From an optimization exercise on the open Yosys and OpenROAD flow, aimed at small area; shortcuts taken in it are not production practice. At most, simulation tests tie the RTL to the original design; equivalence was not proved. Power figures rest on the tool's default switching activity, not on a simulated workload.

==> flow/design.v <==
package mips_rf_pkg;
    localparam int RF_DATA_W = 32;
    localparam int RF_ADDR_W = 5;
    localparam int REG_ZERO  = 0;
endpackage
module rf_scoreboard
#(
    parameter int ADDR_W = mips_rf_pkg::RF_ADDR_W,
    parameter int CNT_W  = 2
) (
    input  logic                              clk,
    input  logic                              rst,
    input  logic                              iss_en,
    input  logic [ADDR_W-1:0]                 iss_rd,
    input  logic                              wen,
    input  logic [ADDR_W-1:0]                 waddr,
    input  logic                              flush,
    output logic [2**ADDR_W-1:0][CNT_W-1:0]   cnt,
    output logic                              err
);
    localparam int               DEPTH   = 2**ADDR_W;
    localparam logic [CNT_W-1:0] CNT_MAX = '1;
    logic [DEPTH-1:0][CNT_W-1:0] r_cnt;
    logic                        r_err;
    logic [DEPTH-1:0]            w_inc;
    logic [DEPTH-1:0]            w_dec;
    logic [DEPTH-1:0]            w_ovf;
    always_comb begin
        w_inc = '0;
        w_dec = '0;
        w_ovf = '0;
        for (int r = 0; r < DEPTH; r++) begin
            if (r != mips_rf_pkg::REG_ZERO) begin
                w_inc[r] = iss_en && (iss_rd == ADDR_W'(r));
                w_dec[r] = wen && (waddr == ADDR_W'(r)) && (r_cnt[r] != '0);
                w_ovf[r] = !flush && w_inc[r] && !w_dec[r] && (r_cnt[r] == CNT_MAX);
            end
        end
    end
    always_ff @(posedge clk or negedge rst) begin
        if (!rst) begin
            r_cnt <= '0;
        end else begin
            for (int r = 0; r < DEPTH; r++) begin
                if (flush)
                    r_cnt[r] <= CNT_W'(w_inc[r]);    
                else if (w_inc[r] && !w_dec[r]) begin
                    if (r_cnt[r] != CNT_MAX)
                        r_cnt[r] <= r_cnt[r] + 1'b1;  
                end else if (w_dec[r] && !w_inc[r])
                    r_cnt[r] <= r_cnt[r] - 1'b1;
            end
        end
    end
    always_ff @(posedge clk or negedge rst) begin
        if (!rst)
            r_err <= 1'b0;
        else if (|w_ovf)
            r_err <= 1'b1;
    end
    assign cnt = r_cnt;
    assign err = r_err;
endmodule
module mips_regfile_sb
#(
    parameter int DATA_W = mips_rf_pkg::RF_DATA_W,
    parameter int ADDR_W = mips_rf_pkg::RF_ADDR_W,
    parameter int NUM_RD = 2,
    parameter int CNT_W  = 2
) (
    input  logic                       clk,
    input  logic                       rst,
    input  logic [NUM_RD*ADDR_W-1:0]   raddr,
    output logic [NUM_RD*DATA_W-1:0]   rdata,
    output logic [NUM_RD-1:0]          rbusy,
    input  logic                       wen,
    input  logic [ADDR_W-1:0]          waddr,
    input  logic [DATA_W-1:0]          wdata,
    input  logic                       iss_en,
    input  logic [ADDR_W-1:0]          iss_rd,
    input  logic                       flush,
    output logic                       err
);
    localparam int DEPTH = 2**ADDR_W;
    logic [DEPTH-1:0][DATA_W-1:0] r_mem;
    logic [DEPTH-1:0][CNT_W-1:0]  w_cnt;
    logic                         w_wr;
    assign w_wr = wen && (waddr != ADDR_W'(mips_rf_pkg::REG_ZERO));
    always_ff @(posedge clk or negedge rst) begin
        if (!rst)
            r_mem <= '0;
        else if (w_wr)
            r_mem[waddr] <= wdata;
    end
    rf_scoreboard #(
        .ADDR_W (ADDR_W),
        .CNT_W  (CNT_W)
    ) u_sb (
        .clk    (clk),
        .rst    (rst),
        .iss_en (iss_en),
        .iss_rd (iss_rd),
        .wen    (wen),
        .waddr  (waddr),
        .flush  (flush),
        .cnt    (w_cnt),
        .err    (err)
    );
    for (genvar i = 0; i < NUM_RD; i++) begin : g_rd
        logic [ADDR_W-1:0] w_ra;
        logic              w_hit;
        assign w_ra  = raddr[i*ADDR_W +: ADDR_W];
        assign w_hit = w_wr && (waddr == w_ra);
        assign rdata[i*DATA_W +: DATA_W] = w_hit ? wdata : r_mem[w_ra];
        assign rbusy[i] = w_cnt[w_ra] > CNT_W'(w_hit);
    end
endmodule
make LEC_CHECK=0 CAP_MARGIN=20 CORE_MARGIN=2 CORE_UTILIZATION=40 SLEW_MARGIN=20 finish   # period 6.0 ns
run.sh (not shown) runs the stock make flow with config.mk's settings and CLKGATE_MAP_FILE= SYNTH_SCRIPT=/design/flow/synth_recipe.tcl, a recipe that flattens the netlist after the stock synthesis.
The starting point completed without violations.
Change:
--- a/flow/design.v
+++ b/flow/design.v
@@ -82,15 +82,24 @@
     output logic                       err
 );
     localparam int DEPTH = 2**ADDR_W;
-    logic [DEPTH-1:0][DATA_W-1:0] r_mem;
+    logic [DEPTH-1:1][DATA_W-1:0] r_mem;
+    logic [DEPTH-1:1]             r_vld;
     logic [DEPTH-1:0][CNT_W-1:0]  w_cnt;
+    logic [DEPTH-1:1]             w_we;
     logic                         w_wr;
     assign w_wr = wen && (waddr != ADDR_W'(mips_rf_pkg::REG_ZERO));
-    always_ff @(posedge clk or negedge rst) begin
-        if (!rst)
-            r_mem <= '0;
-        else if (w_wr)
-            r_mem[waddr] <= wdata;
+    for (genvar r = 1; r < DEPTH; r++) begin : g_reg
+        assign w_we[r] = wen && (waddr == ADDR_W'(r));
+        always_ff @(posedge clk) begin
+            if (w_we[r])
+                r_mem[r] <= wdata;
+        end
+        always_ff @(posedge clk or negedge rst) begin
+            if (!rst)
+                r_vld[r] <= 1'b0;
+            else if (w_we[r])
+                r_vld[r] <= 1'b1;
+        end
     end
     rf_scoreboard #(
         .ADDR_W (ADDR_W),
@@ -109,9 +118,18 @@
     for (genvar i = 0; i < NUM_RD; i++) begin : g_rd
         logic [ADDR_W-1:0] w_ra;
         logic              w_hit;
+        logic [DEPTH-1:1]  w_sel;
+        logic [DATA_W-1:0] w_data;
         assign w_ra  = raddr[i*ADDR_W +: ADDR_W];
         assign w_hit = w_wr && (waddr == w_ra);
-        assign rdata[i*DATA_W +: DATA_W] = w_hit ? wdata : r_mem[w_ra];
+        always_comb begin
+            w_data = w_hit ? wdata : '0;
+            for (int r = 1; r < DEPTH; r++) begin
+                w_sel[r] = !w_hit && r_vld[r] && (w_ra == ADDR_W'(r));
+                w_data   = w_data | ({DATA_W{w_sel[r]}} & r_mem[r]);
+            end
+        end
+        assign rdata[i*DATA_W +: DATA_W] = w_data;
         assign rbusy[i] = w_cnt[w_ra] > CNT_W'(w_hit);
     end
 endmodule
Result:
- With this change the flow finished with setup timing left
- wire length came out higher by 64%
- total power fell by about 20%
- register-to-register slack loses 0.21 ns
- synthesized area is lower by about 15%
- die area came out lower by about 15%
- via count came out higher by about 22%
- clock power went down by about 0.8%
- flip-flop and latch count goes down by 1
- clock-buffer cell count drops by 29
- clock skew rose by 0.0051 ns
The RTL of the second run of this note was laid out without a check of its function.

[port drivers added, routing unchanged]
How much do the figures lean on ideal ports? The routed layouts below were timed once more, with nothing changed but the port constraints.
Step 1 (the two cells are an assumption about what drives the block):
set clk [get_ports {clk}]
set_driving_cell -lib_cell sky130_fd_sc_hd__clkbuf_16 $clk
set_driving_cell -lib_cell sky130_fd_sc_hd__buf_2 [delete_from_list [all_inputs] $clk]
Step 2, shift: input delay + t, output delay - t, t = (earliest + latest rising clock arrival at the registers) / 2. This alone moves slack from input paths to output paths.
Three values: ideal, step 1, step 2; two values: the first two.
run | t (ns) | setup slack, ns | worst setup path at the end | worst data-port slew with drivers (ns)
the first run | 0.806 | 0.182 / 0.158 / 0.158 | input to output | 0.11
the second run | 0.861 | -0.144 / -0.178 / -0.178 | input to output | 0.15
For the second run, which loses most, drivers alone change the setup slack by -0.034 ns; drivers and shift together by -0.034 ns.
